Background: an optimization exercise with open tools, aiming at small area, a short achievable clock period and few clock cycles per item. Do not read the settings as production practice.
Where RTL was checked, it was by simulation tests only, not by an equivalence proof against the original.
The RTL of runs 1 and 3 to 5 was laid out without a check of its function.
Power is estimated from default activity; no workload was simulated.

<file path="design.v">
package prbs_pkg;
  localparam int OPC_W      = 2;
  localparam int MAC_W      = 48;
  localparam int LEN_W      = 10;
  localparam int TIME_W     = 32;
  localparam int RET_W      = 4;
  localparam int BASE_W     = 10;
  localparam int CAP_W      = 16;
  localparam int KIND_W     = 2;
  localparam int ERR_W      = 2;
  localparam int PIDX_W     = 3;
  localparam int SLEN_W     = 8;
  localparam int SHIFT_W    = BASE_W + (1 << RET_W) - 1;
  localparam int IN_DATA_W  = 96;
  localparam int OUT_DATA_W = 64;
  localparam int CFG_IDX_W  = 2;
  localparam int CFG_DATA_W = 16;
  localparam int MAX_RESULTS = 8;
  localparam int EMIT_CNT_W  = $clog2(MAX_RESULTS + 1);
  localparam logic [OPC_W-1:0] OP_SEND     = 2'd0;
  localparam logic [OPC_W-1:0] OP_COMPLETE = 2'd1;
  localparam logic [OPC_W-1:0] OP_TICK     = 2'd2;
  localparam logic [KIND_W-1:0] KIND_TRANSMIT   = 2'd0;
  localparam logic [KIND_W-1:0] KIND_RETRANSMIT = 2'd1;
  localparam logic [KIND_W-1:0] KIND_REJECT     = 2'd2;
  localparam logic [ERR_W-1:0] ERR_NONE = 2'd0;
  localparam logic [ERR_W-1:0] ERR_ZERO = 2'd1;
  localparam logic [ERR_W-1:0] ERR_LONG = 2'd2;
  localparam logic [ERR_W-1:0] ERR_FULL = 2'd3;
  localparam logic [CFG_IDX_W-1:0] CFG_RETRY_LIMIT  = 2'd0;
  localparam logic [CFG_IDX_W-1:0] CFG_BACKOFF_BASE = 2'd1;
  localparam logic [CFG_IDX_W-1:0] CFG_BACKOFF_CAP  = 2'd2;
  localparam logic [RET_W-1:0]  RETRY_LIMIT_RST  = 4'd5;
  localparam logic [BASE_W-1:0] BACKOFF_BASE_RST = 10'd30;
  localparam logic [CAP_W-1:0]  BACKOFF_CAP_RST  = 16'd500;
  typedef struct packed {
    logic [KIND_W-1:0] kind;
    logic [ERR_W-1:0]  error_code;
    logic [PIDX_W-1:0] peer_index;
    logic [MAC_W-1:0]  dest_mac;
    logic [SLEN_W-1:0] send_length;
    logic              last;
  } result_t;
  typedef struct packed {
    logic load;
    logic scan_step;
    logic send_commit;
    logic comp_commit;
    logic tick_step;
    logic flush;
  } dp_cmd_t;
  typedef struct packed {
    logic [OPC_W-1:0] op;
    logic             scan_last;
    logic             tick_emit;
    logic             pend_valid;
    logic             out_free;
    logic             emit_full;
  } dp_status_t;
endpackage
module prbs_ge #(parameter int W = 16) (
  input  logic [W-1:0] a,
  input  logic [W-1:0] b,
  output logic         ge
);
  localparam int L = $clog2(W);
  localparam int P = 1 << L;
  logic [L:0][P-1:0] g;
  logic [L:0][P-1:0] p;
  always_comb begin
    g = '0;
    p = '0;
    for (int i = 0; i < P; i++) begin
      if (i < W) begin
        g[0][i] = a[i] & ~b[i];
        p[0][i] = a[i] | ~b[i];
      end else begin
        g[0][i] = 1'b0;
        p[0][i] = 1'b1;
      end
    end
    for (int l = 1; l <= L; l++) begin
      for (int i = 0; i < (P >> l); i++) begin
        g[l][i] = g[l-1][2*i+1] | (p[l-1][2*i+1] & g[l-1][2*i]);
        p[l][i] = p[l-1][2*i+1] & p[l-1][2*i];
      end
    end
    ge = g[L][0] | p[L][0];
  end
endmodule
module prbs_add #(parameter int W = 16) (
  input  logic [W-1:0] a,
  input  logic [W-1:0] b,
  input  logic         ci,
  output logic [W-1:0] s,
  output logic         co
);
  localparam int L = $clog2(W);
  logic [L:0][W-1:0] g;
  logic [L:0][W-1:0] p;
  always_comb begin
    g[0] = a & b;
    p[0] = a | b;
    g[0][0] = g[0][0] | (p[0][0] & ci);
    for (int l = 1; l <= L; l++) begin
      for (int i = 0; i < W; i++) begin
        if (i >= (1 << (l-1))) begin
          g[l][i] = g[l-1][i] | (p[l-1][i] & g[l-1][i - (1 << (l-1))]);
          p[l][i] = p[l-1][i] & p[l-1][i - (1 << (l-1))];
        end else begin
          g[l][i] = g[l-1][i];
          p[l][i] = p[l-1][i];
        end
      end
    end
    s  = a ^ b ^ {g[L][W-2:0], ci};
    co = g[L][W-1];
  end
endmodule
module prbs_inc #(parameter int W = 16) (
  input  logic [W-1:0] a,
  output logic [W-1:0] s
);
  logic [W-1:0] c;
  always_comb begin
    c[0] = 1'b1;
    for (int i = 1; i < W; i++) c[i] = c[i-1] & a[i-1];
    s = a ^ c;
  end
endmodule
module peer_retry_backoff_scheduler_top (
  input  logic         clk,
  input  logic         rst,
  input  logic         s_tvalid,
  output logic         s_tready,
  input  logic [95:0]  s_tdata,
  input  logic [1:0]   s_tuser,
  output logic         m_tvalid,
  input  logic         m_tready,
  output logic [63:0]  m_tdata,
  output logic [1:0]   m_tuser,
  output logic         m_tlast,
  input  logic         cfg_valid,
  output logic         cfg_ready,
  input  logic [1:0]   cfg_index,
  input  logic [15:0]  cfg_data
);
  localparam int N = 8;
  logic [3:0]  retry_limit;
  logic [9:0]  backoff_base;
  logic [15:0] backoff_cap;
  logic [N-1:0] used, armed;
  logic [47:0]  mac [N];
  logic [7:0]   len [N];
  logic [3:0]   rem [N];
  logic [31:0]  due [N];
  logic         iv;
  logic [1:0]   iop;
  logic [47:0]  imac;
  logic [7:0]   ilen;
  logic         izero, ilong, iok;
  logic [31:0]  inow;
  logic [N-1:0] imatch;    
  logic         iprev;     
  logic [N-1:0] ialloc;    
  logic [N-1:0] drain;
  logic         pv;
  logic [N-1:0] psel;
  logic [31:0]  pnow;
  logic         ov;
  logic [1:0]   okind, oerr;
  logic [2:0]   oidx;
  logic [47:0]  omac;
  logic [7:0]   olen;
  logic         olast;
  logic [N-1:0] osel;
  logic [47:0] tmac;
  always_comb begin
    tmac = '0;
    for (int i = 0; i < N; i++) if (osel[i]) tmac = tmac | mac[i];
  end
  wire oretx = |osel;
  assign cfg_ready = 1'b1;
  assign m_tvalid  = ov;
  assign m_tdata   = {3'b000, olen, oretx ? tmac : omac, oidx, oerr};
  assign m_tuser   = okind;
  assign m_tlast   = olast;
  wire drain_busy = |drain;
  wire out_free   = !ov || m_tready;
  wire is_send = iv && iop == 2'd0;
  wire is_comp = iv && iop == 2'd1;
  wire is_tick = iv && iop == 2'd2;
  wire run_pre  = !drain_busy && !(is_tick && pv);
  wire need_out = is_send || is_tick;
  wire run      = iv && run_pre && (!need_out || out_free);
  assign s_tready = !iv || run;
  wire take = s_tready && s_tvalid;
  logic [24:0] base_l;
  logic [3:0]  prem;
  always_comb begin
    prem = '0;
    for (int i = 0; i < N; i++) if (psel[i]) prem = prem | rem[i];
  end
  wire        pcap = prem > retry_limit;
  wire [24:0] bv   = base_l >> prem;
  logic       cap_ge_bv;
  prbs_ge #(16) u_ovf (.a(backoff_cap), .b(bv[15:0]), .ge(cap_ge_bv));
  wire use_cap = pcap || (|bv[24:16]) || !cap_ge_bv;
  logic [15:0] nd_b, nd_c, pnow_inc;
  logic        nd_bc, nd_cc;
  prbs_add #(16) u_nd_b   (.a(pnow[15:0]), .b(bv[15:0]),    .ci(1'b0), .s(nd_b), .co(nd_bc));
  prbs_add #(16) u_nd_c   (.a(pnow[15:0]), .b(backoff_cap), .ci(1'b0), .s(nd_c), .co(nd_cc));
  prbs_inc #(16) u_nd_inc (.a(pnow[31:16]), .s(pnow_inc));
  wire        nd_carry = use_cap ? nd_cc : nd_bc;
  wire [31:0] new_due  = {nd_carry ? pnow_inc : pnow[31:16], use_cap ? nd_c : nd_b};
  logic [N-1:0] hit, freev, due_ok, remz, ge_due;
  for (genvar i = 0; i < N; i++) begin : g_slot
    prbs_ge #(31) u_due (.a(inow[30:0]), .b(due[i][30:0]), .ge(ge_due[i]));
  end
  always_comb begin
    for (int i = 0; i < N; i++) begin
      hit[i]    = used[i] && (ialloc[i] ? iprev : imatch[i]);
      freev[i]  = !used[i];
      due_ok[i] = inow[31] ^ due[i][31] ^ ge_due[i];
      remz[i]   = (rem[i] == 4'd0);
    end
  end
  function automatic logic [N-1:0] lowest(input logic [N-1:0] v);
    logic seen;
    seen = 1'b0;
    for (int i = 0; i < N; i++) begin
      lowest[i] = v[i] && !seen;
      seen = seen || v[i];
    end
  endfunction
  function automatic logic [2:0] enc(input logic [N-1:0] v);
    enc = 3'd0;
    for (int i = 0; i < N; i++) if (v[i]) enc = enc | 3'(i);
  endfunction
  wire [N-1:0] free1 = lowest(freev);
  wire any_hit  = |hit;
  wire any_free = |freev;
  wire [N-1:0] wsel = any_hit ? hit : free1;
  wire send_ok  = !izero && !ilong && (any_hit || any_free);
  wire [1:0] send_err = izero ? 2'd1 : ilong ? 2'd2 : (!any_hit && !any_free) ? 2'd3 : 2'd0;
  wire [N-1:0] t_emit   = armed & due_ok & ~remz;
  wire [N-1:0] t_disarm = armed & due_ok & remz;
  wire tick_first = run && is_tick;
  wire [N-1:0] eset  = drain_busy ? drain : t_emit;     
  wire [N-1:0] e1    = lowest(eset);                    
  wire [N-1:0] erest = eset & ~e1;
  wire drain_step = drain_busy && out_free;
  wire emit_now = drain_step || (tick_first && |t_emit);
  wire send_run  = run && is_send;
  wire send_wr   = send_run && send_ok;
  wire comp_run  = run && is_comp && any_hit;
  wire comp_fail = comp_run && !iok;
  wire [N-1:0] alloc = (send_wr && !any_hit) ? free1 : '0;
  wire [N-1:0] usel = (drain_busy || is_tick) ? e1 : hit;
  logic [7:0] lsel;
  always_comb begin
    lsel = '0;
    for (int i = 0; i < N; i++) if (e1[i]) lsel = lsel | len[i];
  end
  always_ff @(posedge clk) begin
    if (rst) begin
      retry_limit  <= 4'd5;
      backoff_base <= 10'd30;
      backoff_cap  <= 16'd500;
    end else if (cfg_valid) begin
      case (cfg_index)
        2'd0: retry_limit  <= cfg_data[3:0];
        2'd1: backoff_base <= cfg_data[9:0];
        2'd2: backoff_cap  <= cfg_data[15:0];
        default: ;
      endcase
    end
  end
  always_ff @(posedge clk) base_l <= 25'(backoff_base) << retry_limit;
  logic [N-1:0] smatch;
  always_comb begin
    for (int i = 0; i < N; i++) smatch[i] = (mac[i] == s_tdata[47:0]);
  end
  always_ff @(posedge clk) begin
    if (rst) iv <= 1'b0;
    else if (s_tready) iv <= s_tvalid;
    if (take) begin
      iop    <= s_tuser;
      imac   <= s_tdata[47:0];
      ilen   <= s_tdata[55:48];
      izero  <= (s_tdata[57:48] == 10'd0);
      ilong  <= (s_tdata[57:48] > 10'd250);
      iok    <= s_tdata[58];
      inow   <= s_tdata[90:59];
      imatch <= smatch;
      iprev  <= (imac == s_tdata[47:0]);
      ialloc <= alloc;
    end
  end
  always_ff @(posedge clk) begin
    for (int i = 0; i < N; i++) begin
      if (rst) begin
        used[i]  <= 1'b0;
        armed[i] <= 1'b0;
      end else begin
        if (send_wr && wsel[i]) begin
          used[i]  <= 1'b1;
          armed[i] <= 1'b0;
        end
        if (comp_run && hit[i]) armed[i] <= !iok;
        if (tick_first && t_disarm[i]) armed[i] <= 1'b0;
      end
      if (alloc[i]) mac[i] <= imac;
      if (send_wr && wsel[i]) len[i] <= ilen;
      if ((send_wr && wsel[i]) || (comp_run && hit[i] && iok)) rem[i] <= 4'd0;
      else if (comp_fail && hit[i]) rem[i] <= remz[i] ? retry_limit : rem[i];
      else if (emit_now && e1[i]) rem[i] <= rem[i] - 4'd1;
      if (pv && psel[i]) due[i] <= new_due;
    end
  end
  always_ff @(posedge clk) begin
    if (rst) begin
      drain <= '0;
      pv    <= 1'b0;
    end else begin
      if (tick_first || drain_step) drain <= erest;
      pv <= comp_fail || emit_now;
    end
    psel <= usel;
    if (run) pnow <= inow;
  end
  always_ff @(posedge clk) begin
    if (rst) ov <= 1'b0;
    else if (emit_now || send_run) ov <= 1'b1;
    else if (m_tready) ov <= 1'b0;
    if (emit_now) begin
      okind <= 2'd1;
      oerr  <= 2'd0;
      oidx  <= enc(e1);
      olen  <= lsel;
      olast <= (erest == '0);
      osel  <= e1;
    end else if (send_run) begin
      okind <= send_ok ? 2'd0 : 2'd2;
      oerr  <= send_err;
      oidx  <= send_ok ? enc(wsel) : 3'd0;
      omac  <= imac;
      olen  <= send_ok ? ilen : 8'd0;
      olast <= 1'b1;
      osel  <= '0;
    end
  end
endmodule
</file>
<file path="run.sh">
#!/bin/bash
# synth_recipe.tcl (not shown) runs the flow's synth.tcl, then flattens the netlist and writes it again
# the make line also repeats each setting of config.mk as NAME=value (left out here)
make -C /OpenROAD-flow-scripts/flow DESIGN_CONFIG=/design/flow/config.mk WORK_HOME=/design/flow/orfs CLKGATE_MAP_FILE= SYNTH_SCRIPT=/design/flow/synth_recipe.tcl finish
</file>
<file path="config.mk">
export PLATFORM = sky130hd
export DESIGN_NAME = peer_retry_backoff_scheduler_top
export DESIGN_NICKNAME = peer_retry_backoff_scheduler_top
export VERILOG_FILES = /design/flow/design.v
export SDC_FILE = /design/flow/constraint.sdc
export NUM_CORES = 4
export LEC_CHECK = 0
export CAP_MARGIN = 20
export CORE_MARGIN = 2
export CORE_UTILIZATION = 60
export PLACE_DENSITY = 0.72
export SETUP_SLACK_MARGIN = 5
export SLEW_MARGIN = 20
</file>
<file path="constraint.sdc">
create_clock -name core_clock -period 10.0 [get_ports {clk}]
set_input_delay 2.0000 -clock core_clock [delete_from_list [all_inputs] [get_ports {clk}]]
set_output_delay 2.0000 -clock core_clock [all_outputs]
set_load 0.01 [all_outputs]
</file>
==> results by group, run 1 <==
Placement
  • Placed Area: 53,100 um2
  • Buffers on Ports: 181
  • GPL Wtd Cong: 1.02
  • Post-DP HPWL: 109,000 um
  • Pre-CTS WS: 3420 ps

Synthesis
  • Cells after Synth: 4,041
  • Ys flop type: edfxtp_1
  • Async SR Flop Fraction: 0%
  • Synth area leaders: edfxtp_1 55%, xor2_1 7.8%, dfxtp_1 5.0%
  • Avg Cell Area, Syn: 12.4 um2
  • Synth Area in Adders: 3.52%
  • Post-synth EDFFs: 914
  • Synth Warn #: 13
  • Synth area leader: edfxtp_1
  • Synth Area in Simple Gates: 9.85%
  • Mapped cell area: 50,200 um2
  • Seq/Total Area, Yosys: 59.6%
  • Post-synthesis compound-gate area fraction: 13.9%
  • Synth Register Bits: 1,039
  • Largest family of logic cells by synthesized area: compound AO/OA/AOI/OAI gates
  • Share of the synthesized area in the top cell type: 54.6%
  • Mux contribution to synthesized area: 1.71%
  • Synth cell types: 105
  • XOR/XNOR share of the synthesized area: 8.30%

Routing
  • Routed Antenna Nets: 0
  • Drt first pass iters: 6
  • First-iteration detailed-routing DRC count: 5,873
  • Vias post-DR: 37,610
  • Number of remaining DRC errors: 0
  • Mean number of vias per cell: 6.87
  • Final wirelength: 168,000 um
  • Routed length per placed instance: 30.7 um

Floorplan
  • Core ar.: 83,300 um2
  • FP Rows: 106
  • Height of the die: 293 um
  • Total Die Area: 86,100 um2
  • Initial Util: 60.3%
  • # IOs: 191
  • Die W: 293 um

Setup path
  • RR Endpoint: due[3][19]
  • Reg-to-reg slack, setup: 4980 ps
  • Arr. time, crit path: 5450 ps
  • Critical Path Sink Type: flop
  • Cells on worst reg2reg path: 25
  • Required @ worst endpoint: 10,430 ps
  • Worst R2R Start: psel[0]
  • Worst setup SP type: flop
  • Critical path class: flop to flop
  • Crit-path max FO: 8

Min path
  • Hold Crit Start: okind[0]
  • Worst Hold Path Cells: 2
  • Hold endpoint: okind[0]
  • Hold/Removal Path Class: flop to flop

Layout
  • Final layout net count: 4,509
  • Area growth, synth to finish: 17.3%
  • Design area: 58,900 um2
  • Layout cells sized above 1: 13.1%

STA
  • Period minus WS final: 5020 ps
  • Min Hold Slack: 459 ps
  • Final count of hold timing violations: 0
  • Worst rel slew slack: 12.2%
  • Max Clock Skew: 37.5 ps
  • Setup Viol. Count Final: 0
  • Setup_tns: 0 ps
  • Pins Over Slew Limit: 0
  • Tcrit/Tclk final: 50.2%
  • Unrepaired setup endpoints after global routing: yes
  • Fmax: 199 MHz
  • Worst-Margin Slew: 1300 ps
  • PnR worst setup slack: 4980 ps

CTS
  • CTS Buffer Depth: 3
  • TritonCTS clock tree: done
  • Sink Count: 1,039
  • CTS buffer count: 108
  • Clock latency (worst-skew pair): 710 ps
  • Clock slew seen by the registers of the worst setup and hold paths: 60 ps
  • CTS Root Cell: clkbuf_16
  • H-Tree Level Count: 3

Run status
  • Status: timing/DRC/antenna clean

Pwr
  • Comb pwr share: 9.5%
  • PwrDens: 167 nW/um2
  • Peak supply drop: 177 uV
  • LEAKAGE: 20.5 nW
  • Reg power frac: 50.5%
  • Pint: 0.00743 W
  • Switching Share: 24.6%
  • Clock Power Share: 40.0%
  • P_sw: 0.00242 W

GRT
  • First-pass GRT wire length: 238,000 um
  • Largest net degree at the start of global routing: 57
  • Grt ovf: 0
  • Antenna violations before repair: 9
  • Gr usage total: 38.0%
  • Vias in the first global route: 34,931

Job
  • MaxCap Viol Count: 0
==> power groups by stage <==
stage,clock (W),combinational (W),sequential (W)
after global placement,0,0.000794,0.00506
after global routing,0.00412,0.000983,0.00498
final,0.00394,0.000938,0.00497
after CTS,0.00396,0.000876,0.00497
after detailed placement,0,0.000802,0.00506
after floorplan,0,0.000485,0.00502
==> flip-flops by register name, indices dropped and copies added, names as in the netlist, 10 cells and up <==
register	count
mac	384
due	256
len	64
imac	48
omac	48
inow	32
pnow	32
rem	32
base_l	25
backoff_cap	16
backoff_base	10
==> critical path, stage by stage (launching register included) <==
cell      delay [ps]
dfxtp_4          360
a22oi_2          250
and4_4           320
buf_12           190
buf_12           130
inv_8             40
buf_4            140
nor2_4           140
a22oi_1          140
nand2_2          160
mux2i_4          100
inv_2             90
fa_2             210
o21bai_1          80
a21oi_2          170
nor2_1            70
nor2_1           130
o21bai_2         140
a311o_1          320
a311o_1          360
a21oi_2          160
o21bai_2         110
o211ai_4         240
buf_12           160
buf_16           150
mux2_4           370
==> per-stage QoR <==
stage	total power (W)	std cells	util (%)
global placement	0.00585	5153	63.7
detailed placement	0.00586	5154	63.7
CTS	0.00981	5406	69.5
floorplan	0.00550	4043	-
finish	0.00986	5471	70.7
global route	0.0101	5470	70.7
==> logic make-up (layout without fill, tap and decap cells) <==
kind of cell             after synthesis  after routing
flip-flops                          1039           1039
other                                  2              8
buffers and inverters                388            730
multiplexers                          82             82
AND/OR/NAND/NOR                      963            965
XOR/XNOR                             476            476
adder cells (fa/ha/maj)              153            153
AO/OA/AOI/OAI                        938            938
==> cell usage after synthesis (10+ instances only) <==
| cell | count |
|---|---|
| xor2_1 | 450 |
| o211ai_1 | 23 |
| buf_2 | 16 |
| and3_1 | 18 |
| inv_1 | 173 |
| nor4_1 | 130 |
| ha_1 | 87 |
| mux2_2 | 16 |
| a22oi_1 | 37 |
| inv_2 | 18 |
| o21ai_0 | 92 |
| maj3_1 | 63 |
| nand3b_1 | 16 |
| a21oi_1 | 139 |
| buf_4 | 10 |
| a211oi_1 | 53 |
| clkbuf_1 | 154 |
| edfxtp_1 | 914 |
| xnor2_1 | 26 |
| a31oi_1 | 78 |
| nor3_1 | 65 |
| o21bai_1 | 11 |
| and2_1 | 29 |
| nand2_1 | 218 |
| nand3_1 | 43 |
| o221ai_1 | 21 |
| nor2b_1 | 55 |
| o22ai_1 | 44 |
| o21ai_1 | 14 |
| mux2i_1 | 52 |
| nand4_1 | 38 |
| nand2b_1 | 83 |
| or3_1 | 13 |
| or2_2 | 11 |
| o31ai_1 | 15 |
| dfxtp_1 | 125 |
| a32oi_1 | 11 |
| a311oi_1 | 14 |
| a222oi_1 | 36 |
| a2111oi_0 | 16 |
| a41oi_1 | 17 |
| mux2_1 | 14 |
| a221oi_1 | 109 |
| a22o_1 | 102 |
| nor2_1 | 211 |
==> final cells by class <==
cell class / instances / area [um2]
clock buffer: 143 / 2910
multi-input combinational: 2618 / 19900
timing repair inverter: 4 / 33.8
inverter: 195 / 778
fill: 5849 / 24400
timing repair buffer: 333 / 3420
antenna: 4 / 10.0
clock inverter: 55 / 509
tap: 1080 / 1350
sequential: 1039 / 30000
==> layer usage <==
metal	part of all wire [%]	global-route usage, %
met2	44	57.2
met5	0.034	0
met4	6.2	19.0
met1	38	51.9
met3	12	8.89
==> cell usage in the layout, fill, tap and decap left out, types with 29 or more instances in the layout <==
master / synthesis / final
mux2i_1: 52 / 32
o21ai_0: 92 / 87
nor2_1: 211 / 198
nand2b_1: 83 / 81
nor4_1: 130 / 125
ha_1: 87 / 84
clkdlybuf4s50_1: 0 / 135
dlygate4sd2_1: 0 / 38
nor2b_1: 55 / 55
inv_1: 173 / 169
a222oi_1: 36 / 36
buf_4: 10 / 111
maj3_1: 63 / 63
a31oi_1: 78 / 46
a21oi_1: 139 / 127
xor2_1: 450 / 450
a211oi_1: 53 / 41
clkbuf_1: 154 / 29
a221oi_1: 109 / 107
dfxtp_1: 125 / 113
clkbuf_16: 0 / 112
edfxtp_1: 914 / 914
nand4_1: 38 / 38
a22o_1: 102 / 102
nand2_1: 218 / 215
o22ai_1: 44 / 43
a22oi_1: 37 / 33
nor3_1: 65 / 54
nand3_1: 43 / 43
==> what timing repair did <==
action | 4_1_cts | 5_1_grt
hold buffers | 0 | 0
gates resized for setup | 218 | 120
buffers inserted | 41 | 57
pin swaps | 28 | 43
endpoints found under the setup margin | 697 | 542
gates cloned | 13 | 3
==> worst max path at each step <==
stage / startpoint / endpoint / slack (ps) / depth (start not counted)
after floorplan: m_tready / ialloc[2] / 4680 / 9
after global placement: m_tready / mac[7][45] / 3170 / 9
after detailed placement: m_tready / mac[1][46] / 3420 / 9
after CTS: osel[2] / m_tdata[39] / 4960 / 6
after global routing: rem[7][0] / due[5][26] / 4770 / 23
final: psel[0] / due[3][19] / 4980 / 25
==> inputs of run 2 (changes only) <==
--- a/design.v
+++ b/design.v
@@ -167,4 +167,6 @@
   logic         pv;
   logic [N-1:0] psel;
+  logic [3:0]   pshift;
+  logic         pcap;
   logic [31:0]  pnow;
   logic         ov;
@@ -196,12 +198,5 @@
   assign s_tready = !iv || run;
   wire take = s_tready && s_tvalid;
-  logic [24:0] base_l;
-  logic [3:0]  prem;
-  always_comb begin
-    prem = '0;
-    for (int i = 0; i < N; i++) if (psel[i]) prem = prem | rem[i];
-  end
-  wire        pcap = prem > retry_limit;
-  wire [24:0] bv   = base_l >> prem;
+  wire [24:0] bv     = 25'(backoff_base) << pshift;
   logic       cap_ge_bv;
   prbs_ge #(16) u_ovf (.a(backoff_cap), .b(bv[15:0]), .ge(cap_ge_bv));
@@ -258,9 +253,17 @@
   wire [N-1:0] alloc = (send_wr && !any_hit) ? free1 : '0;
   wire [N-1:0] usel = (drain_busy || is_tick) ? e1 : hit;
+  logic [3:0] rsel;
   logic [7:0] lsel;
   always_comb begin
-    lsel = '0;
-    for (int i = 0; i < N; i++) if (e1[i]) lsel = lsel | len[i];
+    rsel = '0; lsel = '0;
+    for (int i = 0; i < N; i++) begin
+      if (usel[i]) rsel = rsel | rem[i];
+      if (e1[i])   lsel = lsel | len[i];
+    end
   end
+  wire        comp_ctx = !drain_busy && !is_tick;
+  wire [3:0]  r_new    = comp_ctx ? ((rsel == 4'd0) ? retry_limit : rsel) : rsel - 4'd1;
+  wire [3:0]  ssel     = retry_limit - r_new;
+  wire        csel     = r_new > retry_limit;
   always_ff @(posedge clk) begin
     if (rst) begin
@@ -277,5 +280,4 @@
     end
   end
-  always_ff @(posedge clk) base_l <= 25'(backoff_base) << retry_limit;
   logic [N-1:0] smatch;
   always_comb begin
@@ -327,5 +329,7 @@
       pv <= comp_fail || emit_now;
     end
-    psel <= usel;
+    psel   <= usel;
+    pshift <= ssel;
+    pcap   <= csel;
     if (run) pnow <= inow;
   end
--- a/config.mk
+++ b/config.mk
@@ -8,6 +8,5 @@
 export CAP_MARGIN = 20
 export CORE_MARGIN = 2
-export CORE_UTILIZATION = 60
-export PLACE_DENSITY = 0.72
+export CORE_UTILIZATION = 40
 export SETUP_SLACK_MARGIN = 5
 export SLEW_MARGIN = 20
==> run 2 against run 1 <==
Non-clock buffer count grew 39. Critical path depth unchanged. Combinational power grew 19%. Maximum frequency down 6.4%. Global-route usage down 12 points. Clock skew up 47 ps. Worst setup slack worse by 340 ps. Highest routed layer unchanged. Flip-flop and latch count down 20. Core utilization shrank 22 points. Still clean on timing, DRC and antenna. Count of clock-buffer cells in the layout up 4.
==> results by group, run 2 <==
Setup path
  • Critical path class: flop to flop (unchanged)
  • Worst setup path endpoint: pshift[2] (was due[3][19])
  • Cells on worst reg2reg path: 25 (unchanged)
  • Arr. time, crit path: 6010 ps (was 5450 ps)
  • Reg-to-reg slack, setup: 4630 ps (was 4980 ps)
  • Required @ worst endpoint: 10,640 ps (was 10,430 ps)
  • Critical Path Sink Type: flop (unchanged)
  • Critical Path Start: inow[3] (was psel[0])
  • Worst setup SP type: flop (unchanged)
  • Crit-path max FO: 5 (was 8)
  • RR Endpoint: pshift[2] (was due[3][19])
  • Worst R2R Start: inow[3] (was psel[0])

Placement
  • Placed Instances: 5,550 (was 5,154)
  • Buffers on Ports: 181 (unchanged)
  • Post-DP HPWL: 110,000 um (was 109,000 um)
  • GPL Wtd Cong: 0.963 (was 1.02)

Synthesis
  • Top post-synthesis cells by count: 914 x edfxtp_1, 451 x xor2_1, 216 x nor2_1 (was 914 x edfxtp_1, 450 x xor2_1, 218 x nand2_1)
  • Post-synth EDFFs: 914 (unchanged)
  • Synth area leader: edfxtp_1 (unchanged)
  • Ys flop type: edfxtp_1 (unchanged)
  • Top-count cell post-synth: edfxtp_1 (unchanged)
  • Synth cell types: 100 (was 105)
  • Mapped cell area: 48,800 um2 (was 50,200 um2)
  • Cells after Synth: 3,876 (was 4,041)
  • Seq/Total Area, Yosys: 60.5% (was 59.6%)
  • Synth Register Bits: 1,019 (was 1,039)
  • Async SR Flop Fraction: 0% (unchanged)
  • Share of the synthesized area in the top cell type: 56.2% (was 54.6%)
  • Avg Cell Area, Syn: 12.6 um2 (was 12.4 um2)
  • Synth Warn #: 13 (unchanged)
  • Synth area leaders: edfxtp_1 56%, xor2_1 8.1%, dfxtp_1 4.3% (was edfxtp_1 55%, xor2_1 7.8%, dfxtp_1 5.0%)

Routing
  • Routed Antenna Nets: 0 (unchanged)
  • First-iteration detailed-routing DRC count: 4,504 (was 5,873)
  • Uppermost routed layer: met5 (unchanged)
  • Met2 wire length: 76,000 um (was 73,600 um)
  • WL met1: 67,800 um (was 63,000 um)
  • Drt first pass iters: 6 (unchanged)
  • Final wirelength: 168,000 um (about the same)
  • Mean number of vias per cell: 6.01 (was 6.87)
  • Routed length per placed instance: 28.4 um (was 30.7 um)
  • Vias post-DR: 35,533 (was 37,610)
  • Number of remaining DRC errors: 0 (unchanged)
  • Metal3 WL: 15,800 um (was 20,800 um)

Layout
  • Layout cells sized above 1: 13.8% (was 13.1%)
  • Multi-input gate area: 18,800 um2 (was 19,900 um2)
  • Area growth, synth to finish: 20.3% (was 17.3%)
  • FILL cells: 10,817 (was 5,849)
  • Max reg flops: 384 (unchanged)
  • Most common cell after layout, fill and taps aside: edfxtp_1 (unchanged)
  • Largest regs: mac x384, due x256, len x64 (unchanged)
  • Area occupied by registers: 29,600 um2 (was 30,000 um2)
  • Post-Layout Cell Count: 5,911 (was 5,471)
  • Most frequent cells in the layout: 914 x edfxtp_1, 450 x xor2_1, 203 x nor2_1, 191 x inv_1, 163 x buf_4 (was 914 x edfxtp_1, 450 x xor2_1, 215 x nand2_1, 198 x nor2_1, 169 x inv_1)
  • Final layout net count: 4,400 (was 4,509)
  • Largest Register: mac (unchanged)

GRT
  • Antenna violations before repair: 8 (was 9)
  • First-pass GRT wire length: 238,000 um (about the same)
  • Gr usage total: 26.0% (was 38.0%)
  • Largest net degree at the start of global routing: 79 (was 57)
  • Grt ovf: 0 (unchanged)
  • Vias in the first global route: 33,865 (was 34,931)

STA
  • Final count of hold timing violations: 0 (unchanged)
  • Worst-Margin Slew: 1140 ps (was 1300 ps)
  • Setup Viol. Count Final: 0 (unchanged)
  • Tcrit/Tclk final: 53.7% (was 50.2%)
  • Max Clock Skew: 84.6 ps (was 37.5 ps)
  • Worst rel slew slack: 23.4% (was 12.2%)
  • Pins Over Slew Limit: 0 (unchanged)
  • Unrepaired setup endpoints after global routing: yes (unchanged)
  • Setup_tns: 0 ps (unchanged)
  • Fmax: 186 MHz (was 199 MHz)
  • Period minus WS final: 5370 ps (was 5020 ps)

Min path
  • Hold/Removal Path Class: flop to flop (unchanged)

Job
  • MaxCap Viol Count: 0 (unchanged)

Floorplan
  • Core ar.: 121,000 um2 (was 83,300 um2)
  • Die W: 353 um (was 293 um)
  • Total Die Area: 125,000 um2 (was 86,100 um2)
  • # IOs: 191 (unchanged)
  • Initial Util: 40.2% (was 60.3%)
  • Height of the die: 353 um (was 293 um)
  • FP Rows: 128 (was 106)

CTS
  • Clock latency (worst-skew pair): 760 ps (was 710 ps)
  • Hold-fix buffers, CTS: 0 (unchanged)
  • TritonCTS clock tree: done (unchanged)
  • Sink Count: 1,019 (was 1,039)
  • H-Tree Level Count: 3 (unchanged)
  • CTS Root Cell: clkbuf_16 (unchanged)
  • Clock slew seen by the registers of the worst setup and hold paths: 60 ps (about the same)
  • CTS Buffer Depth: 3 (unchanged)
  • CTS buffer count: 110 (was 108)

Pwr
  • PwrDens: 176 nW/um2 (was 167 nW/um2)
  • Total power: 0.0103 W (was 0.00986 W)
  • LEAKAGE: 20.4 nW (was 20.5 nW)
  • Peak supply drop: 149 uV (was 177 uV)

Run status
  • Status: timing/DRC/antenna clean (unchanged)
[run 2: cell types whose count changed after synthesis, moves of 14 or more]
cell | before | now
nand2_1 | 218 | 154
inv_1 | 173 | 202
a211oi_1 | 53 | 29
a21oi_1 | 139 | 160
dfxtp_1 | 125 | 105
a22oi_1 | 37 | 20
a41oi_1 | 17 | 3
o21ai_1 | 14 | 0
[run 2: final cells by class]
class / count / area share (%)
Antenna cell: 2 / 0.00853
Clock buffer: 147 / 5.40
Clock inverter: 62 / 1.11
Inverter: 213 / 1.44
Multi-Input combinational cell: 2471 / 32.1
Sequential cell: 1019 / 50.3
Tap cell: 1625 / 3.46
Timing Repair Buffer: 372 / 6.13
[run 2: routing by layer]
metal	GRT usage, %	vias up
met2	40.9	1876
met4	11.8	10
met5	0	-
met1	35.1	17874
li1	-	15414
met3	4.69	359
[run 2: stage by stage]
stage / instance area [um2] / utilization, % / hold WS (ps) / worst slack, ps
2_1_floorplan: 49000 / - / 421 / 4080
3_3_place_gp: 52500 / 43.2 / 433 / 3230
3_5_place_dp: 52500 / 43.2 / 435 / 3150
4_1_cts: 58400 / 48.1 / 445 / 4750
5_1_grt: 58700 / 48.3 / 498 / 4440
6_report: 58700 / 48.4 / 443 / 4630
[run 2: worst max-delay path, stage by stage, from the launching register on]
cell and delay (ps):
edfxtp_1 420, clkinvlp_4 130, buf_4 150, buf_4 140
a222oi_1 360, a2111oi_2 160, or3_1 410, a31o_2 300
o311a_4 160, xnor2_4 180, a31oi_4 260, nor3_2 60
buf_4 150, and3_4 170, a311o_1 330, a21oi_2 200
ha_2 250, inv_2 40, nor3_4 200, mux2i_1 200
mux2_4 190, ha_4 130, inv_4 40, fa_2 370
buf_6 130, xor2_1 130
[run 2: timing repair]
item,in CTS,in global routing
pin swaps,48,25
setup buffers,126,14
cloned,9,1
setup endpoints to repair,256,215
resized for setup,239,42
[run 2: how the worst min path moves through the flow]
| stage | from | endpoint | slack, ps | cells after the start |
|---|---|---|---|---|
| 5_1_grt | backoff_base[8] | backoff_base[8] | 500 | 2 |
| 2_1_floorplan | inow[7] | pnow[7] | 420 | 0 |
| 6_report | okind[0] | okind[0] | 440 | 2 |
| 4_1_cts | okind[0] | okind[0] | 440 | 2 |
| 3_5_place_dp | okind[0] | okind[0] | 430 | 2 |
| 3_3_place_gp | okind[0] | okind[0] | 430 | 2 |
[run 2: where the power goes]
group          switching (W)  total [W]  internal [W]
registers          0.0000978    0.00492       0.00482
clock network        0.00181    0.00426       0.00245
logic               0.000729    0.00112      0.000392
[run 2: cell families (layout without fill, tap and decap cells)]
| logic type | Yosys count | in the layout | share of synthesized area [%] |
|---|---|---|---|
| buffers and inverters | 389 | 794 | 3.09 |
| adder cells (fa/ha/maj) | 143 | 143 | 3.45 |
| AO/OA/AOI/OAI | 866 | 866 | 12.9 |
| flip-flops | 1019 | 1019 | 60.5 |
| AND/OR/NAND/NOR | 900 | 901 | 9.65 |
| multiplexers | 80 | 80 | 1.76 |
| XOR/XNOR | 477 | 477 | 8.56 |
| other | 2 | 6 | 0.0154 |
Testbench counts of run 2, summed over its fixed seeds: cycles 10,336, items 8,000.
==> inputs of run 3 (changes only) <==
--- a/design.v
+++ b/design.v
@@ -163,10 +163,9 @@
   logic [N-1:0] imatch;    
   logic         iprev;     
-  logic [N-1:0] ialloc;    
+  logic         ialloc;    
   logic [N-1:0] drain;
   logic         pv;
   logic [N-1:0] psel;
-  logic [3:0]   pshift;
-  logic         pcap;
+  logic [3:0]   prem;      
   logic [31:0]  pnow;
   logic         ov;
@@ -176,14 +175,7 @@
   logic [7:0]   olen;
   logic         olast;
-  logic [N-1:0] osel;
-  logic [47:0] tmac;
-  always_comb begin
-    tmac = '0;
-    for (int i = 0; i < N; i++) if (osel[i]) tmac = tmac | mac[i];
-  end
-  wire oretx = |osel;
   assign cfg_ready = 1'b1;
   assign m_tvalid  = ov;
-  assign m_tdata   = {3'b000, olen, oretx ? tmac : omac, oidx, oerr};
+  assign m_tdata   = {3'b000, olen, omac, oidx, oerr};
   assign m_tuser   = okind;
   assign m_tlast   = olast;
@@ -196,7 +188,10 @@
   wire need_out = is_send || is_tick;
   wire run      = iv && run_pre && (!need_out || out_free);
-  assign s_tready = !iv || run;
+  wire rdy_a = !iv || (run_pre && (!need_out || !ov));
+  assign s_tready = rdy_a || (run_pre && m_tready);
   wire take = s_tready && s_tvalid;
-  wire [24:0] bv     = 25'(backoff_base) << pshift;
+  logic [24:0] base_l;
+  wire        pcap = prem > retry_limit;
+  wire [24:0] bv   = base_l >> prem;
   logic       cap_ge_bv;
   prbs_ge #(16) u_ovf (.a(backoff_cap), .b(bv[15:0]), .ge(cap_ge_bv));
@@ -215,5 +210,5 @@
   always_comb begin
     for (int i = 0; i < N; i++) begin
-      hit[i]    = used[i] && (ialloc[i] ? iprev : imatch[i]);
+      hit[i]    = used[i] && ((ialloc && (i == N-1 || !used[(i+1)%N])) ? iprev : imatch[i]);
       freev[i]  = !used[i];
       due_ok[i] = inow[31] ^ due[i][31] ^ ge_due[i];
@@ -251,19 +246,27 @@
   wire comp_run  = run && is_comp && any_hit;
   wire comp_fail = comp_run && !iok;
-  wire [N-1:0] alloc = (send_wr && !any_hit) ? free1 : '0;
+  wire send_pre = is_send && !drain_busy && send_ok;
+  wire [N-1:0] alloc = (send_pre && !any_hit) ? free1 : '0;
   wire [N-1:0] usel = (drain_busy || is_tick) ? e1 : hit;
+  wire comp_ctx = !drain_busy && !is_tick;
+  logic [3:0] rnext [N];
   logic [3:0] rsel;
-  logic [7:0] lsel;
   always_comb begin
-    rsel = '0; lsel = '0;
+    rsel = '0;
     for (int i = 0; i < N; i++) begin
-      if (usel[i]) rsel = rsel | rem[i];
-      if (e1[i])   lsel = lsel | len[i];
+      rnext[i] = comp_ctx ? (remz[i] ? retry_limit : rem[i]) : rem[i] - 4'd1;
+      if (usel[i]) rsel = rsel | rnext[i];
+    end
+  end
+  logic [7:0]  lsel;
+  logic [47:0] msel;
+  always_comb begin
+    lsel = '0;
+    msel = '0;
+    for (int i = 0; i < N; i++) if (e1[i]) begin
+      lsel = lsel | len[i];
+      msel = msel | mac[i];
     end
   end
-  wire        comp_ctx = !drain_busy && !is_tick;
-  wire [3:0]  r_new    = comp_ctx ? ((rsel == 4'd0) ? retry_limit : rsel) : rsel - 4'd1;
-  wire [3:0]  ssel     = retry_limit - r_new;
-  wire        csel     = r_new > retry_limit;
   always_ff @(posedge clk) begin
     if (rst) begin
@@ -280,4 +283,5 @@
     end
   end
+  always_ff @(posedge clk) base_l <= 25'(backoff_base) << retry_limit;
   logic [N-1:0] smatch;
   always_comb begin
@@ -297,5 +301,5 @@
       imatch <= smatch;
       iprev  <= (imac == s_tdata[47:0]);
-      ialloc <= alloc;
+      ialloc <= |alloc;
     end
   end
@@ -314,8 +318,7 @@
       end
       if (alloc[i]) mac[i] <= imac;
-      if (send_wr && wsel[i]) len[i] <= ilen;
-      if ((send_wr && wsel[i]) || (comp_run && hit[i] && iok)) rem[i] <= 4'd0;
-      else if (comp_fail && hit[i]) rem[i] <= remz[i] ? retry_limit : rem[i];
-      else if (emit_now && e1[i]) rem[i] <= rem[i] - 4'd1;
+      if (send_pre && wsel[i]) len[i] <= ilen;
+      if ((send_pre && wsel[i]) || (comp_run && hit[i] && iok)) rem[i] <= 4'd0;
+      else if ((comp_fail && hit[i]) || (emit_now && e1[i])) rem[i] <= rnext[i];
       if (pv && psel[i]) due[i] <= new_due;
     end
@@ -329,7 +332,6 @@
       pv <= comp_fail || emit_now;
     end
-    psel   <= usel;
-    pshift <= ssel;
-    pcap   <= csel;
+    psel <= usel;
+    prem <= rsel;
     if (run) pnow <= inow;
   end
@@ -343,6 +345,6 @@
       oidx  <= enc(e1);
       olen  <= lsel;
+      omac  <= msel;
       olast <= (erest == '0);
-      osel  <= e1;
     end else if (send_run) begin
       okind <= send_ok ? 2'd0 : 2'd2;
@@ -352,5 +354,4 @@
       olen  <= send_ok ? ilen : 8'd0;
       olast <= 1'b1;
-      osel  <= '0;
     end
   end
==> run 3 against run 2 <==
Worst hold slack improved by 25 ps. Synthesized cell count increased by 8.9%. Worst setup slack improved by 430 ps. Highest routed layer unchanged. First-iteration DRC count increased by 7.3%. Power decreased by 4.3%. Sequential power decreased by 0.8%. Maximum frequency increased by 8.8%. Still clean on timing, DRC and antenna. Clock power decreased by 3%. Register-to-register slack improved by 430 ps. Clock skew decreased by 53 ps.
==> results by group, run 3 <==
Run status
  • Status: timing/DRC/antenna clean (unchanged)

CTS
  • CTS Root Cell: clkbuf_16 (unchanged)
  • CTS buffer count: 109 (was 110)
  • Clock latency (worst-skew pair): 750 ps (was 760 ps)
  • CTS Buffer Depth: 3 (unchanged)
  • TritonCTS clock tree: done (unchanged)
  • Hold-fix buffers, CTS: 0 (unchanged)
  • Clock slew seen by the registers of the worst setup and hold paths: 60 ps (about the same)
  • H-Tree Level Count: 3 (unchanged)
  • Sink Count: 1,028 (was 1,019)

Setup path
  • Critical path class: flop to flop (unchanged)
  • Critical Path Sink Type: flop (unchanged)
  • Worst setup SP type: flop (unchanged)
  • Cells on worst reg2reg path: 13 (was 25)
  • Arr. time, crit path: 5420 ps (was 6010 ps)
  • Worst R2R Start: inow[0] (was inow[3])
  • Crit-path max FO: 40 (was 5)
  • Required @ worst endpoint: 10,490 ps (was 10,640 ps)
  • Critical Path Start: inow[0] (was inow[3])

Synthesis
  • Ys flop type: edfxtp_1 (unchanged)
  • Synth cell types: 94 (was 100)
  • Seq/Total Area, Yosys: 58.1% (was 60.5%)
  • Avg Cell Area, Syn: 12.1 um2 (was 12.6 um2)
  • Synth area leader: edfxtp_1 (unchanged)
  • Top post-synthesis cells by count: 899 x edfxtp_1, 454 x xor2_1, 260 x nor2_1 (was 914 x edfxtp_1, 451 x xor2_1, 216 x nor2_1)
  • Synth Register Bits: 1,028 (was 1,019)
  • Synth area leaders: edfxtp_1 53%, xor2_1 7.8%, dfxtp_1 5.1% (was edfxtp_1 56%, xor2_1 8.1%, dfxtp_1 4.3%)
  • Cells after Synth: 4,220 (was 3,876)
  • Synth Warn #: 15 (was 13)
  • Post-synth EDFFs: 899 (was 914)
  • Top-count cell post-synth: edfxtp_1 (unchanged)
  • Async SR Flop Fraction: 0% (unchanged)
  • Share of the synthesized area in the top cell type: 53.0% (was 56.2%)
  • Mapped cell area: 50,900 um2 (was 48,800 um2)

STA
  • Worst rel slew slack: 26.4% (was 23.4%)
  • Worst-Margin Slew: 1100 ps (was 1140 ps)
  • Period minus WS final: 4940 ps (was 5370 ps)
  • Tcrit/Tclk final: 49.4% (was 53.7%)
  • Min Hold Slack: 469 ps (was 443 ps)
  • PnR worst setup slack: 5060 ps (was 4630 ps)
  • Unrepaired setup endpoints after global routing: no (was yes)
  • Pins Over Slew Limit: 0 (unchanged)
  • Setup Viol. Count Final: 0 (unchanged)
  • Setup_tns: 0 ps (unchanged)
  • Max Clock Skew: 31.3 ps (was 84.6 ps)
  • Final count of hold timing violations: 0 (unchanged)
  • Fmax: 203 MHz (was 186 MHz)

Layout
  • Layout cells sized above 1: 9.98% (was 13.8%)
  • Fin util: 46.8% (was 48.4%)
  • Largest Register: mac (unchanged)
  • Multi-input gate area: 20,200 um2 (was 18,800 um2)
  • Largest regs: mac x384, due x256, len x64 (unchanged)
  • Area occupied by registers: 29,600 um2 (about the same)
  • FILL cells: 11,206 (was 10,817)
  • Final layout net count: 4,610 (was 4,400)
  • Post-Layout Cell Count: 6,145 (was 5,911)
  • Most frequent cells in the layout: 899 x edfxtp_1, 453 x xor2_1, 256 x nor2_1, 217 x a21oi_1, 215 x nand2_1 (was 914 x edfxtp_1, 450 x xor2_1, 203 x nor2_1, 191 x inv_1, 163 x buf_4)
  • Max reg flops: 384 (unchanged)
  • Area growth, synth to finish: 15.7% (was 20.3%)
  • Most common cell after layout, fill and taps aside: edfxtp_1 (unchanged)

Pwr
  • LEAKAGE: 20.9 nW (was 20.4 nW)
  • PwrDens: 167 nW/um2 (was 176 nW/um2)
  • Peak supply drop: 141 uV (was 149 uV)

Placement
  • Buffers on Ports: 181 (unchanged)
  • Post-DP HPWL: 120,000 um (was 110,000 um)
  • GPL Wtd Cong: 0.986 (was 0.963)
  • Placed Instances: 5,876 (was 5,550)
  • Pre-CTS WS: 3630 ps (was 3150 ps)

Routing
  • Number of remaining DRC errors: 0 (unchanged)
  • First-iteration detailed-routing DRC count: 4,834 (was 4,504)
  • Vias post-DR: 36,877 (was 35,533)
  • Drt first pass iters: 8 (was 6)
  • Mean number of vias per cell: 6.00 (was 6.01)
  • Routed Antenna Nets: 0 (unchanged)
  • Final wirelength: 176,000 um (was 168,000 um)
  • Routed length per placed instance: 28.6 um (was 28.4 um)

Floorplan
  • FP Rows: 130 (was 128)
  • # IOs: 191 (unchanged)
  • Core ar.: 126,000 um2 (was 121,000 um2)
  • Total Die Area: 130,000 um2 (was 125,000 um2)
  • Die W: 361 um (was 353 um)
  • Initial Util: 40.4% (was 40.2%)
  • Height of the die: 361 um (was 353 um)

Min path
  • Hold/Removal Path Class: flop to flop (unchanged)
  • Worst Hold Path Cells: 2 (unchanged)
  • Hold Crit Start: drain[4] (was okind[0])

GRT
  • Antenna violations before repair: 11 (was 8)
  • Vias in the first global route: 35,195 (was 33,865)
  • Gr usage total: 26.3% (was 26.0%)
  • Largest net degree at the start of global routing: 62 (was 79)
  • First-pass GRT wire length: 251,000 um (was 238,000 um)
  • Grt ovf: 0 (unchanged)

Job
  • MaxCap Viol Count: 0 (unchanged)
[run 3: cell count changes after synthesis, sizes merged, moves of 48 or more]
cell    before  now
a211o       13   67
a21oi      161  223
a221oi     109   19
a22o       102    7
and3        17   81
nand2      155  217
or3          5   53
[run 3: area by class of cell]
cell class,instances,share of cell area (%)
sequential,1028,50.2
multi-input combinational,2793,34.3
clock buffer,127,4.83
timing repair buffer,289,4.71
tap,1650,3.50
clock inverter,73,1.24
inverter,178,1.22
antenna,7,0.0297
[run 3: through the flow]
stage,total power (W),area [um2]
floorplan,0.00539,51000
global placement,0.00577,54400
detailed placement,0.00578,54400
CTS,0.00987,58500
global route,0.0101,59000
finish,0.00986,59000
[run 3: timing repair]
| item | in CTS | in global routing |
|---|---|---|
| endpoints found under the setup margin | 317 | 318 |
| pin swaps | 5 | 7 |
| gates resized for setup | 78 | 45 |
| buffers inserted | 29 | 33 |
[run 3: worst paths after layout]
| path | to | slack, ps |
|---|---|---|
| max | omac[45] | 5060 |
| min | drain[4] | 470 |
| max reg2reg | omac[45] | 5060 |
| min reg2reg | drain[4] | 470 |
[run 3: per-layer routing]
| metal | part of all wire (%) | vias up | global-route usage, % | wire, um |
|---|---|---|---|---|
| met5 | 0.036 | - | 0 | 63 |
| met4 | 5.6 | 10 | 13.4 | 9900 |
| met3 | 8.2 | 363 | 4.47 | 14500 |
| met2 | 47 | 1851 | 42.6 | 82600 |
| met1 | 39 | 18306 | 34.0 | 68800 |
| li1 | - | 16347 | - | - |
[run 3: kinds of logic (layout without fill, tap and decap cells)]
| group | Yosys count | count (layout) | share of synthesized area (%) |
|---|---|---|---|
| adder cells (fa/ha/maj) | 151 | 151 | 3.45 |
| AO/OA/AOI/OAI | 920 | 920 | 12.7 |
| XOR/XNOR | 477 | 477 | 8.20 |
| AND/OR/NAND/NOR | 1134 | 1134 | 11.6 |
| multiplexers | 107 | 107 | 2.81 |
| buffers and inverters | 401 | 667 | 3.17 |
| other | 2 | 11 | 0.0147 |
| flip-flops | 1028 | 1028 | 58.1 |
[run 3: power by group]
part / internal [W] / switching [W]
clock: 0.00235 / 0.00177
sequential: 0.00479 / 0.0000865
combinational: 0.000292 / 0.000567
total: 0.00743 / 0.00242
[run 3: critical path: stages (launching register included)]
cell and delay (ps):
edfxtp_1 540, nand2b_1 220, maj3_1 430, a211oi_1 370, o211ai_1 220, a211oi_2 390, mux2i_1 270, a2bb2oi_1 320
o21ai_2 170, or3_4 500, nor3_4 270, buf_8 350, a21oi_1 140, a31oi_2 450
==> inputs of run 4 (changes only) <==
--- a/config.mk
+++ b/config.mk
@@ -8,5 +8,6 @@
 export CAP_MARGIN = 20
 export CORE_MARGIN = 2
-export CORE_UTILIZATION = 40
+export CORE_UTILIZATION = 60
+export PLACE_DENSITY = 0.72
 export SETUP_SLACK_MARGIN = 5
 export SLEW_MARGIN = 20
==> run 4 against run 3 <==
Still clean. Power is 2.6% lower. Worst hold slack better by 4.7 ps. Sequential power hardly changed. Synthesized cell count stayed put. Cell count is 8.9% lower. Flip-flop and latch count stayed put. Combinational power is 0.5% higher. Cell area is 2.0% lower. Maximum frequency is 1.6% lower. Largest cell class unchanged.
==> results by group, run 4 <==
STA
  • Max Clock Skew: 30.0 ps (was 31.3 ps)
  • Unrepaired setup endpoints after global routing: yes (was no)
  • Final count of hold timing violations: 0 (unchanged)
  • Setup_tns: 0 ps (unchanged)
  • Period minus WS final: 5020 ps (was 4940 ps)
  • Worst rel slew slack: 11.6% (was 26.4%)
  • Tcrit/Tclk final: 50.2% (was 49.4%)
  • Pins Over Slew Limit: 0 (unchanged)
  • Fmax: 199 MHz (was 203 MHz)
  • Worst-Margin Slew: 1310 ps (was 1100 ps)
  • Min Hold Slack: 473 ps (was 469 ps)
  • Setup Viol. Count Final: 0 (unchanged)

Floorplan
  • Initial Util: 60.8% (was 40.4%)
  • Total Die Area: 87,300 um2 (was 130,000 um2)
  • # IOs: 191 (unchanged)
  • Core ar.: 83,800 um2 (was 126,000 um2)
  • Height of the die: 295 um (was 361 um)
  • FP Rows: 106 (was 130)
  • Die W: 295 um (was 361 um)

Synthesis
  • Synth area leaders: edfxtp_1 53%, xor2_1 7.8%, dfxtp_1 5.1% (unchanged)
  • Synth area leader: edfxtp_1 (unchanged)
  • Top post-synthesis cells by count: 899 x edfxtp_1, 454 x xor2_1, 260 x nor2_1 (unchanged)
  • Mux contribution to synthesized area: 2.81% (unchanged)
  • Synth cell types: 94 (unchanged)
  • Mapped cell area: 50,900 um2 (unchanged)
  • Async SR Flop Fraction: 0% (unchanged)
  • Largest family of logic cells by synthesized area: compound AO/OA/AOI/OAI gates (unchanged)
  • Synth Register Bits: 1,028 (unchanged)
  • Synth Area in Adders: 3.45% (unchanged)
  • Avg Cell Area, Syn: 12.1 um2 (unchanged)
  • Top-count cell post-synth: edfxtp_1 (unchanged)
  • Synth Warn #: 15 (unchanged)
  • Synth Area in Simple Gates: 11.6% (unchanged)
  • Share of the synthesized area in the top cell type: 53.0% (unchanged)
  • Post-synthesis compound-gate area fraction: 12.7% (unchanged)
  • Post-synth EDFFs: 899 (unchanged)
  • Ys flop type: edfxtp_1 (unchanged)
  • XOR/XNOR share of the synthesized area: 8.20% (unchanged)
  • Seq/Total Area, Yosys: 58.1% (unchanged)
  • Cells after Synth: 4,220 (unchanged)

Layout
  • Most common cell after layout, fill and taps aside: edfxtp_1 (unchanged)
  • Largest regs: mac x384, due x256, len x64 (unchanged)
  • Most frequent cells in the layout: 899 x edfxtp_1, 453 x xor2_1, 255 x nor2_1, 219 x a21oi_1, 215 x nand2_1 (was 899 x edfxtp_1, 453 x xor2_1, 256 x nor2_1, 217 x a21oi_1, 215 x nand2_1)
  • FILL cells: 6,183 (was 11,206)
  • Area growth, synth to finish: 13.5% (was 15.7%)
  • Design area: 57,800 um2 (was 59,000 um2)
  • Max reg flops: 384 (unchanged)
  • Post-Layout Cell Count: 5,600 (was 6,145)
  • Layout cells sized above 1: 9.10% (was 9.98%)
  • Largest Register: mac (unchanged)
  • Final layout net count: 4,585 (was 4,610)

GRT
  • First-pass GRT wire length: 244,000 um (was 251,000 um)
  • Gr usage total: 39.1% (was 26.3%)
  • Largest net degree at the start of global routing: 85 (was 62)
  • Antenna violations before repair: 5 (was 11)
  • Vias in the first global route: 35,542 (was 35,195)
  • Grt ovf: 0 (unchanged)

Pwr
  • Clock Power Share: 40.2% (was 41.8%)
  • Reg power frac: 50.8% (was 49.5%)
  • Peak supply drop: 168 uV (was 141 uV)
  • P_sw: 0.00238 W (was 0.00242 W)
  • LEAKAGE: 20.6 nW (was 20.9 nW)
  • Switching Share: 24.8% (was 24.6%)
  • PwrDens: 166 nW/um2 (was 167 nW/um2)
  • Pint: 0.00722 W (was 0.00743 W)
  • Comb pwr share: 9.0% (was 8.7%)

Placement
  • Placed Instances: 5,358 (was 5,876)
  • GPL Wtd Cong: 1.05 (was 0.986)
  • Buffers on Ports: 181 (unchanged)
  • Placed Area: 53,700 um2 (was 54,400 um2)
  • Post-DP HPWL: 116,000 um (was 120,000 um)

Setup path
  • Reg-to-reg slack, setup: 4980 ps (was 5060 ps)
  • Arr. time, crit path: 5460 ps (was 5420 ps)
  • Required @ worst endpoint: 10,440 ps (was 10,490 ps)
  • Cells on worst reg2reg path: 14 (was 13)
  • Critical path class: flop to flop (unchanged)
  • Crit-path max FO: 43 (was 40)
  • Critical Path Sink Type: flop (unchanged)
  • Worst setup SP type: flop (unchanged)

Min path
  • Hold/Removal Path Class: flop to flop (unchanged)
  • Worst Hold Path Cells: 2 (unchanged)

Job
  • MaxCap Viol Count: 0 (unchanged)

Routing
  • Mean number of vias per cell: 6.74 (was 6.00)
  • Vias post-DR: 37,725 (was 36,877)
  • Routed length per placed instance: 31.0 um (was 28.6 um)
  • First-iteration detailed-routing DRC count: 5,077 (was 4,834)
  • Routed Antenna Nets: 0 (unchanged)
  • Drt first pass iters: 9 (was 8)
  • Number of remaining DRC errors: 0 (unchanged)
  • Final wirelength: 173,000 um (was 176,000 um)

Run status
  • Status: timing/DRC/antenna clean (unchanged)

CTS
  • Sink Count: 1,028 (unchanged)
  • TritonCTS clock tree: done (unchanged)
  • CTS Root Cell: clkbuf_16 (unchanged)
  • CTS Buffer Depth: 3 (unchanged)
  • Hold-fix buffers, CTS: 0 (unchanged)
  • Clock slew seen by the registers of the worst setup and hold paths: 60 ps (about the same)
  • H-Tree Level Count: 3 (unchanged)
  • CTS buffer count: 106 (was 109)
  • Clock latency (worst-skew pair): 710 ps (was 750 ps)
run 4: cell count changes in the layout (fill, tap and decap cells not counted), moves of 6 or more:
cell,before,now
buf_4,90,68
clkbuf_1,13,22
clkinvlp_4,17,11
mux2_2,15,28
mux2_4,14,1
run 4: metrics by stage:
step / utilization, % / total power [W] / setup WS (ps)
after detailed placement: 64.1 / 0.00577 / 3180
after global routing: 69.0 / 0.00983 / 4950
after CTS: 68.5 / 0.00959 / 5000
final: 69.0 / 0.00960 / 4980
after global placement: 64.1 / 0.00576 / 3210
after floorplan: - / 0.00539 / 5000
run 4: what timing repair did:
action                     CTS  global route
gates cloned                 1             2
gates resized for setup     59            39
pin swaps                    5            10
setup endpoints to repair  301           347
setup buffers               19            20
run 4: cell type report:
class / count / area [um2] / area share (%)
sequential: 1028 / 29600 / 51.2
multi-input combinational: 2795 / 20200 / 34.9
clock buffer: 129 / 2750 / 4.76
timing repair buffer: 265 / 2580 / 4.46
tap: 1134 / 1420 / 2.45
inverter: 178 / 698 / 1.21
clock inverter: 68 / 596 / 1.03
antenna: 3 / 7.51 / 0.0130
run 4: path summary, 6_finish.rpt:
check                 from       end
setup / recovery  inow[21]  omac[45]
hold reg to reg   drain[4]  drain[4]
hold / removal    drain[4]  drain[4]
setup reg to reg  inow[21]  omac[45]
run 4: cells by family (layout without fill, tap and decap cells):
kind of cell    after synthesis  count (layout)
compound gates              920             921
other cells                   2               7
xor+xnor                    477             477
simple gates               1134            1135
buf+inv                     401             640
fa+ha+maj                   151             151
flops                      1028            1028
mux                         107             107
run 4: critical path, stage by stage, from the launching register on:
cell and delay [ps]:
edfxtp_1 500, inv_1 380, o22ai_1 160, a211oi_1 480, o21ai_0 170, a21o_1 250
or2_2 350, a31oi_1 410, a31oi_4 290, or3_4 550, nor3_4 130, buf_4 180
buf_12 330, a21oi_1 120, a31oi_1 420
run 4: per-layer routing:
| layer | track usage [%] | up-vias | wire, um |
|---|---|---|---|
| met5 | 0 | - | 25 |
| met4 | 27.9 | 4 | 14800 |
| met3 | 6.18 | 527 | 16600 |
| met2 | 62.2 | 2361 | 79700 |
| met1 | 49.2 | 18561 | 62400 |
| li1 | - | 16272 | - |
run 4: power groups by stage:
stage               Clock [W]  Sequential (W)  Combinational [W]
finish                0.00386         0.00488           0.000863
global route          0.00404         0.00488           0.000899
CTS                   0.00388         0.00488           0.000827
detailed placement          0         0.00497           0.000803
global placement            0         0.00497           0.000795
floorplan                   0         0.00493           0.000466
==> inputs of run 5 (changes only) <==
==> flow/run.sh (new file) <==
#!/bin/bash
set -euo pipefail
sed 's/SETUP_SLACK_MARGIN=[0-9.]*/SETUP_SLACK_MARGIN=5.7/' standard.sh > standard_margin.sh
grep -q 'SETUP_SLACK_MARGIN=5.7' standard_margin.sh
bash standard_margin.sh > layout.log 2>&1
==> standard.sh (new file) <==
#!/bin/bash
# synth_recipe.tcl (not shown) runs the flow's synth.tcl, then flattens the netlist and writes it again
# the make line also repeats each setting of config.mk as NAME=value (left out here)
make -C /OpenROAD-flow-scripts/flow DESIGN_CONFIG=/design/flow/config.mk WORK_HOME=/design/flow/orfs CLKGATE_MAP_FILE= SYNTH_SCRIPT=/design/flow/synth_recipe.tcl "${@:-finish}"
removed: run.sh
==> run 5 against run 4 <==
Still clean on timing, DRC and antenna. Clock power up 4%. Register-to-register slack better by 240 ps. First-iteration DRC count is 16% higher. Maximum frequency up 2.0%. Flip-flop and latch count unchanged. Worst setup slack better by 96 ps. Combinational power rose by 16%. Global-route usage rose by 2.3 points. Cell count increased by 4.0%. Core utilization up 5.0 points. Critical path type is now primary input to output port. Critical endpoint is now s_tready. Largest cell class unchanged. Largest power group unchanged.
==> results by group, run 5 <==
Run status
  • Status: timing/DRC/antenna clean (unchanged)

Pwr
  • LEAKAGE: 22.4 nW (was 20.6 nW)
  • Total power: 0.00988 W (was 0.00960 W)
  • Peak supply drop: 144 uV (was 168 uV)
  • PwrDens: 159 nW/um2 (was 166 nW/um2)

Layout
  • Area growth, synth to finish: 21.7% (was 13.5%)
  • FILL cells: 5,578 (was 6,183)
  • Largest regs: mac x384, due x256, len x64 (unchanged)
  • Max reg flops: 384 (unchanged)
  • Layout cells sized above 1: 17.7% (was 9.10%)
  • Final layout net count: 4,806 (was 4,585)
  • Most common cell after layout, fill and taps aside: edfxtp_1 (unchanged)
  • Largest Register: mac (unchanged)
  • Most frequent cells in the layout: 899 x edfxtp_1, 453 x xor2_1, 226 x nor2_1, 206 x buf_4, 204 x nand2_1 (was 899 x edfxtp_1, 453 x xor2_1, 255 x nor2_1, 219 x a21oi_1, 215 x nand2_1)

Synthesis
  • Async SR Flop Fraction: 0% (unchanged)
  • Mapped cell area: 50,900 um2 (unchanged)
  • Share of the synthesized area in the top cell type: 53.0% (unchanged)
  • Top post-synthesis cells by count: 899 x edfxtp_1, 454 x xor2_1, 260 x nor2_1 (unchanged)
  • Ys flop type: edfxtp_1 (unchanged)
  • Top-count cell post-synth: edfxtp_1 (unchanged)
  • Synth cell types: 94 (unchanged)
  • Synth area leaders: edfxtp_1 53%, xor2_1 7.8%, dfxtp_1 5.1% (unchanged)
  • Seq/Total Area, Yosys: 58.1% (unchanged)
  • Synth area leader: edfxtp_1 (unchanged)
  • Cells after Synth: 4,220 (unchanged)
  • Post-synth EDFFs: 899 (unchanged)
  • Synth Register Bits: 1,028 (unchanged)
  • Avg Cell Area, Syn: 12.1 um2 (unchanged)
  • Synth Warn #: 15 (unchanged)

Floorplan
  • Height of the die: 295 um (unchanged)
  • # IOs: 191 (unchanged)
  • Total Die Area: 87,300 um2 (unchanged)
  • Die W: 295 um (unchanged)
  • FP Rows: 106 (unchanged)
  • Core ar.: 83,800 um2 (unchanged)
  • Initial Util: 60.8% (unchanged)

Setup path
  • Required @ worst endpoint: 8000 ps (was 10,440 ps)
  • Worst setup SP type: primary input (was flop)
  • Most frequent CP cell: buf_6 (was a31oi_1)
  • Critical path's top delay family: compound AO/OA/AOI/OAI gates (unchanged)
  • WP buf/inv: 2 (was 3)
  • Worst-path cell chain: buf_6, nand2b_4, a21boi_4, o21ai_4, nand2_2, buf_6 (was inv_1, o22ai_1, a211oi_1, o21ai_0, a21o_1, or2_2, a31oi_1, a31oi_4, or3_4, nor3_4, buf_4, buf_12, a21oi_1, a31oi_1)
  • Critical path class: primary input to output port (was flop to flop)
  • Critical Path Sink Type: output port (was flop)
  • Crit path depth: 6 (was 14)
  • Crit-path max FO: 2 (was 43)
  • Cells on worst reg2reg path: 17 (was 14)
  • Arr. time, crit path: 2920 ps (was 5460 ps)
  • CP peak stage delay: 250 ps (was 550 ps)
  • CP max-delay cell: o21ai_4 (was or3_4)

STA
  • Worst rel slew slack: 14.8% (was 11.6%)
  • Setup_tns: 0 ps (unchanged)
  • Pins Over Slew Limit: 0 (unchanged)
  • Fmax: 203 MHz (was 199 MHz)
  • Tcrit/Tclk final: 49.2% (was 50.2%)
  • Unrepaired setup endpoints after global routing: yes (unchanged)
  • Max Clock Skew: 33.8 ps (was 30.0 ps)
  • Final count of hold timing violations: 0 (unchanged)
  • Worst-Margin Slew: 1280 ps (was 1310 ps)
  • Setup Viol. Count Final: 0 (unchanged)
  • Period minus WS final: 4920 ps (was 5020 ps)

CTS
  • TritonCTS clock tree: done (unchanged)
  • CTS buffer count: 104 (was 106)
  • Clock slew seen by the registers of the worst setup and hold paths: 60 ps (about the same)
  • Clock latency (worst-skew pair): 700 ps (was 710 ps)
  • H-Tree Level Count: 3 (unchanged)
  • CTS Root Cell: clkbuf_16 (unchanged)
  • Sink Count: 1,028 (unchanged)
  • CTS Buffer Depth: 3 (unchanged)

GRT
  • Gr usage total: 41.4% (was 39.1%)
  • Vias in the first global route: 37,236 (was 35,542)
  • Largest net degree at the start of global routing: 62 (was 85)
  • Antenna violations before repair: 11 (was 5)
  • First-pass GRT wire length: 256,000 um (was 244,000 um)
  • Grt ovf: 0 (unchanged)

Placement
  • Buffers on Ports: 181 (unchanged)
  • Post-DP HPWL: 114,000 um (was 116,000 um)
  • GPL Wtd Cong: 1.06 (was 1.05)

Min path
  • Worst Hold Path Cells: 2 (unchanged)
  • Hold/Removal Path Class: flop to flop (unchanged)

Routing
  • Vias post-DR: 40,195 (was 37,725)
  • Routed length per placed instance: 32.7 um (was 31.0 um)
  • Routed Antenna Nets: 0 (unchanged)
  • First-iteration detailed-routing DRC count: 5,886 (was 5,077)
  • Final wirelength: 190,000 um (was 173,000 um)
  • Mean number of vias per cell: 6.90 (was 6.74)
  • Number of remaining DRC errors: 0 (unchanged)
  • Drt first pass iters: 9 (unchanged)

Job
  • MaxCap Viol Count: 0 (unchanged)
[run 5: kinds of logic (layout without fill, tap and decap cells)]
group                      after synthesis  after routing  synth area share, %
buffers and inverters                  401            857                 3.17
and+or+nand+nor                       1134           1136                 11.6
other                                    2             12               0.0147
muxes                                  107            107                 2.81
adders and majority gates              151            151                 3.45
DFF                                   1028           1028                 58.1
AOI/OAI and AO/OA                      920            922                 12.7
xor gates and xnor gates               477            477                 8.20
[run 5: final timing paths]
kind / from / slack [ps] / to
worst max-delay path: m_tready / 5080 / s_tready
worst min-delay path: backoff_base[7] / 480 / backoff_base[7]
worst max register to register: inow[22] / 5220 / omac[7]
worst min register to register: backoff_base[7] / 480 / backoff_base[7]
[run 5: metrics by stage]
step                util [%]  cell area (um2)  hold WS, ps  instances  setup slack (ps)
floorplan                  -            51000          421       4222              5210
global placement        64.1            53800          461       5361              3540
detailed placement      64.1            53800          471       5361              3460
CTS                     71.4            59900          479       5724              5110
global route            74.0            62000          508       5818              5070
finish                  74.0            62000          475       5824              5080
[run 5: where the power goes]
part           switching [W]  leakage, nW  internal (W)
clock                0.00170         1.67       0.00230
combinational       0.000636         11.5      0.000367
sequential         0.0000849         9.23       0.00479
[run 5: layout make-up]
cell class | instances | area [um2] | area share (%)
diodes | 8 | 20.0 | 0.0323
repair buffers | 486 | 5320 | 8.58
well taps | 1134 | 1420 | 2.29
flip-flops and latches | 1028 | 29600 | 47.7
multi-input cells | 2797 | 21500 | 34.6
clock inverters | 58 | 608 | 0.981
inverters | 178 | 738 | 1.19
clock buffers | 135 | 2820 | 4.55
[run 5: worst min-delay path: cells and delay by family, from the launching register on]
family          cells  cell delay, ps
compound gates      1              50
flops               1             320
simple gates        1              60
[run 5: per-layer routing]
layer	track usage (%)	wire length [um]	part of all wire, %	up-vias
met1	50.0	63600	33	19558
met5	0	46	0.024	-
li1	-	-	-	16740
met3	9.18	23500	12	809
met4	33.9	19000	10	4
met2	64.0	84300	44	3084
[run 5: what timing repair did]
action,in CTS,in global routing
pin swaps,69,110
setup buffers,153,75
endpoints found under the hold margin,0,0
gates cloned,17,16
hold buffers,0,0
gates resized for setup,240,240
setup endpoints to repair,801,671

-- what the ideal ports hide --
In the flow no input, the clock included, has a driving cell. The finished layouts below were timed again as built, in two steps.
Step 1 assumes that a clkbuf_16 drives the clock port and a buf_2 every other input.
Step 2 adds t to the input delays and takes it off the output delays; t is the mean of the earliest and latest rising clock arrival at the registers after step 1. Input paths then give back, and output paths get back, about the clock's delay inside the block.
Slacks: ideal ports / drivers / drivers and shift; pairs: ideal ports / drivers.
run	t, ns	slack for setup (ns)	pins driven straight from the clock port
run 1	0.760	4.976 / 4.976 / 4.630	1
run 2	0.786	4.632 / 4.632 / 4.563	1
run 3	0.812	5.064 / 5.064 / 4.744	1
run 4	0.770	4.982 / 4.971 / 4.626	1
run 5	0.756	5.078 / 5.046 / 4.787	1
After both steps every run listed still meets setup and hold. For run 4, which loses most, drivers alone change the setup slack by -0.011 ns; drivers and shift together by -0.356 ns.
